Source: an optimization exercise on an open RTL-to-GDS flow (aim: small area, a short achievable clock period and few clock cycles). Production flows keep margins and buffers that such runs may drop.
RTL that was checked went through simulation tests only; none was proved equivalent to the original.
No activity file was given, so power comes from the tool's default toggle rates.

==> module transpose_pingpong, before the edit <==
module transpose_pingpong #(
  parameter  int VALUE_WIDTH     = 17,
  parameter  int N               = 8,
  localparam int AXIS_DATA_WIDTH = 8 * ((VALUE_WIDTH - 1) / 8 + 1)
) (
  input  logic                       i_clk,
  input  logic                       i_aresetn,
  input  logic                       i_axis_TVALID,
  output logic                       o_axis_TREADY,
  input  logic [AXIS_DATA_WIDTH-1:0] i_axis_TDATA,
  input  logic                       i_axis_TLAST,
  output logic                       o_axis_TVALID,
  input  logic                       i_axis_TREADY,
  output logic [AXIS_DATA_WIDTH-1:0] o_axis_TDATA,
  output logic                       o_axis_TLAST,
  output logic                       o_tlast_err
);
  localparam int VW    = VALUE_WIDTH;
  localparam int DEPTH = N * N;        
  localparam int AW    = $clog2(DEPTH);
  localparam int D1   = 7;
  localparam int D2   = 14;
  localparam int D3   = 28;
  localparam int TAIL = DEPTH - 3 - D1 - D2 - D3;    
  logic pad_unused;
  assign pad_unused = ^i_axis_TDATA;
  logic [AW-1:0] c1, c2;
  logic          fpar;        
  logic          fp1, fp2;    
  assign c2  = c1 + 1'b1;
  assign fp2 = fp1 ^ (&c1);
  logic          s1, s2, s3;  
  logic [AW-1:0] q1, q2, q3;
  assign q1 = c1 - AW'(1);
  assign q2 = c1 - AW'(D1 + 2);
  assign q3 = c1 - AW'(D1 + D2 + 3);
  always_ff @(posedge i_clk) begin
    s1 <= q1[3] & ~q1[0];
    s2 <= q2[4] & ~q2[1];
    s3 <= q3[5] & ~q3[2];
  end
  logic [VW-1:0] ring_in;
  logic [VW-1:0] p0, p1, p2;
  logic [VW-1:0] b1 [D1];
  logic [VW-1:0] b2 [D2];
  logic [VW-1:0] b3 [D3];
  logic [VW-1:0] tl [TAIL];
  logic [VW-1:0] y1, y2, y3;
  logic [VW-1:0] ring_out;    
  logic [VW-1:0] ring_next;   
  assign y1 = s1 ? p0 : b1[D1-1];
  assign y2 = s2 ? p1 : b2[D2-1];
  assign y3 = s3 ? p2 : b3[D3-1];
  assign ring_out  = tl[TAIL-1];
  assign ring_next = tl[TAIL-2];
  always_ff @(posedge i_clk) begin
    p0    <= ring_in;
    b1[0] <= s1 ? b1[D1-1] : p0;
    for (int i = 1; i < D1; i++) b1[i] <= b1[i-1];
    p1    <= y1;
    b2[0] <= s2 ? b2[D2-1] : p1;
    for (int i = 1; i < D2; i++) b2[i] <= b2[i-1];
    p2    <= y2;
    b3[0] <= s3 ? b3[D3-1] : p2;
    for (int i = 1; i < D3; i++) b3[i] <= b3[i-1];
    tl[0] <= y3;
    for (int i = 1; i < TAIL; i++) tl[i] <= tl[i-1];
  end
  logic [AW-1:0] wp;          
  logic          wpar;        
  logic          have_out;    
  logic [AW-1:0] rp;          
  logic          rpar;        
  logic          ready_q;
  logic          accept;
  logic          load;
  logic          w_last;
  logic          r_last;
  logic [VW-1:0] o_value;
  logic          bn_q;        
  logic          eq_next;     
  logic [AW-1:0] dd;          
  logic          sink_free;
  logic          a_last;
  logic          x_next;
  logic [3:0]    rdy_case;    
  logic          ready_n;
  logic          bn_n;
  logic ready_port;
  always_ff @(posedge i_clk) begin
    ready_port <= ready_n && i_aresetn;
  end
  assign o_axis_TREADY = ready_port;
  assign ring_in   = ready_q ? i_axis_TDATA[VW-1:0] : ring_out;
  assign accept    = i_axis_TVALID && ready_q;
  assign w_last    = &wp;
  assign r_last    = &rp;
  assign sink_free = !o_axis_TVALID || i_axis_TREADY;
  assign a_last    = accept && w_last;
  assign load = (bn_q || a_last) && sink_free;
  assign x_next = have_out && (c2 == rp) && (fp2 == rpar);
  assign bn_n   = load ? !r_last : (x_next && !a_last);
  always_comb begin
    logic gone;
    logic lt, lt1;
    gone = have_out && r_last;
    lt   = (dd != '0);        
    lt1  = (dd[AW-1:1] != '0);  
    rdy_case[0] = eq_next && (!have_out || lt) &&
                  ((wp == '0) ? (!have_out || (fp1 == rpar)) : (fp1 == wpar));
    rdy_case[1] = eq_next &&
                  ((wp == '0) ? (!have_out || gone || (fp1 == rpar)) : (fp1 == wpar));
    rdy_case[2] = !w_last && (!have_out || lt1);
    rdy_case[3] = w_last || !have_out || gone || lt;
  end
  logic [3:0] rdy_late;       
  always_comb begin
    logic fr0, fr1;           
    fr0 = !o_axis_TVALID;
    fr1 = 1'b1;
    rdy_late[0] = rdy_case[{1'b0, bn_q && fr0}];
    rdy_late[1] = rdy_case[{1'b0, bn_q && fr1}];
    rdy_late[2] = rdy_case[{ready_q, (bn_q || (ready_q && w_last)) && fr0}];
    rdy_late[3] = rdy_case[{ready_q, (bn_q || (ready_q && w_last)) && fr1}];
  end
  assign ready_n = rdy_late[{i_axis_TVALID, i_axis_TREADY}];
  logic [AW-1:0] dd_inc, dd_dec, dd_n;
  assign dd_inc = dd + 1'b1;
  assign dd_dec = dd - 1'b1;
  always_comb begin
    case ({accept, load})
      2'b01:   dd_n = dd_inc;
      2'b10:   dd_n = w_last ? '0 : dd_dec;
      2'b11:   dd_n = w_last ? AW'(1) : dd;
      default: dd_n = dd;
    endcase
  end
  always_ff @(posedge i_clk or negedge i_aresetn) begin
    if (!i_aresetn) begin
      c1          <= AW'(0);
      fpar        <= 1'b1;
      fp1         <= 1'b0;
      wp          <= '0;
      wpar        <= 1'b0;
      rp          <= '0;
      rpar        <= 1'b0;
      have_out    <= 1'b0;
      bn_q        <= 1'b0;
      eq_next     <= 1'b1;
      dd          <= '0;
      ready_q     <= 1'b0;
      o_tlast_err <= 1'b0;
    end else begin
      c1          <= c2;
      fpar        <= fp1;
      fp1         <= fp2;
      bn_q        <= bn_n;
      eq_next     <= !accept && (wp == c2);
      dd          <= dd_n;
      ready_q     <= ready_n;
      o_tlast_err <= accept && (i_axis_TLAST != w_last);
      if (accept) begin
        if (wp == '0) wpar <= fpar;
        wp <= wp + 1'b1;
      end
      if (a_last) begin
        have_out <= 1'b1;
        rpar     <= ~wpar;
        rp       <= AW'(load);
      end else if (load) begin
        rp <= rp + 1'b1;
        if (r_last) have_out <= 1'b0;
      end
    end
  end
  always_ff @(posedge i_clk) begin
    if (sink_free) begin
      o_value      <= ring_next;
      o_axis_TLAST <= r_last;
    end
  end
  logic o_sign_a, o_sign_b;
  always_ff @(posedge i_clk) begin
    o_sign_a <= sink_free ? ring_next[VW-1] : o_value[VW-1];
    o_sign_b <= sink_free ? ring_next[VW-1] : o_sign_a;
  end
  always_ff @(posedge i_clk or negedge i_aresetn) begin
    if (!i_aresetn) begin
      o_axis_TVALID <= 1'b0;
    end else if (sink_free) begin
      o_axis_TVALID <= load;
    end
  end
  assign o_axis_TDATA = {{(AXIS_DATA_WIDTH - VW - 3){o_sign_b}}, {4{o_sign_a}}, o_value[VW-2:0]};
endmodule
export LEC_CHECK = 0
export ABC_CLOCK_PERIOD_IN_PS = 2000
export CAP_MARGIN = 20
export CORE_MARGIN = 2
export CORE_UTILIZATION = 60
export CTS_BUF_LIST = sky130_fd_sc_hd__clkbuf_16 sky130_fd_sc_hd__clkbuf_8
export CTS_CLUSTER_DIAMETER = 70
export CTS_CLUSTER_SIZE = 34
export PLACE_DENSITY = 0.75
export SETUP_SLACK_MARGIN = 2.0
export SLEW_MARGIN = 20
create_clock -name core_clock -period 4.0 [get_ports {i_clk}]
standard.sh (not shown) runs the stock make flow with config.mk's settings and CLKGATE_MAP_FILE= SYNTH_SCRIPT=/design/flow/synth_recipe.tcl, a recipe that flattens the netlist after the stock synthesis.
==> flow/flow/run.sh <==
#!/bin/bash
# The standard layout (standard.sh), with two changes to how it is made:
# the port buffers are plain buf_4 cells, and the resizer may change a cell's
# footprint while repairing (the platform otherwise restricts it to cells of
# the same footprint, which keeps slow delay cells on the ports).
set -euo pipefail
bash standard.sh MATCH_CELL_FOOTPRINT=0 "BUFFER_PORTS_ARGS=-buffer_cell sky130_fd_sc_hd__buf_4" finish > standard_flow.log 2>&1
Testbench counts at the start, summed over its fixed seeds: cycles 16,904.
Edit:
--- a/flow/design.v
+++ b/flow/design.v
@@ -84,15 +84,11 @@
   logic          a_last;
   logic          x_next;
   logic [3:0]    rdy_case;    
   logic          ready_n;
   logic          bn_n;
-  logic ready_port;
-  always_ff @(posedge i_clk) begin
-    ready_port <= ready_n && i_aresetn;
-  end
-  assign o_axis_TREADY = ready_port;
+  assign o_axis_TREADY = ready_q;
   assign ring_in   = ready_q ? i_axis_TDATA[VW-1:0] : ring_out;
   assign accept    = i_axis_TVALID && ready_q;
   assign w_last    = &wp;
   assign r_last    = &rp;
   assign sink_free = !o_axis_TVALID || i_axis_TREADY;
What happened: Synthesized cell count rose slightly; cell count grows slightly; register-to-register slack stays flat; routed wire length came out higher slightly; total power goes up by roughly a tenth; die area is about the same; worst setup slack loses 0.19 ns; utilization goes up by 0.42 points; count of clock-buffer cells in the layout increases by 3.
For the second run of this note, only the layout was checked, not whether the RTL still works.

afterwards: timing with drivers on the ports:
The flow's constraints put no driver on any port. The routed layouts listed below were extracted and timed again, unchanged, in two steps.
Step 1 sets driving cells, clkbuf_16 on the clock port and buf_2 on the other inputs (assumed; they add their load-dependent delay and slew).
Step 2 moves the port delays by t, midway between the first and last clock arrival at a register: inputs arrive t later, outputs are due t later. That takes back most of the time a late clock gives input paths.
Slacks: no drivers / after step 1 / after step 2; pairs: no drivers / after step 1.
| run | t, ns | setup slack, ns | worst setup path after step 2 |
|---|---|---|---|
| the first run | 0.645 | 2.053 / 1.998 / 1.665 | input to register |
| the second run | 0.639 | 1.863 / 1.810 / 1.631 | input to register |
After both steps every run listed still meets setup and hold. The setup slack of the first run, which loses most, moves by -0.055 ns with the drivers and by -0.388 ns with both steps.
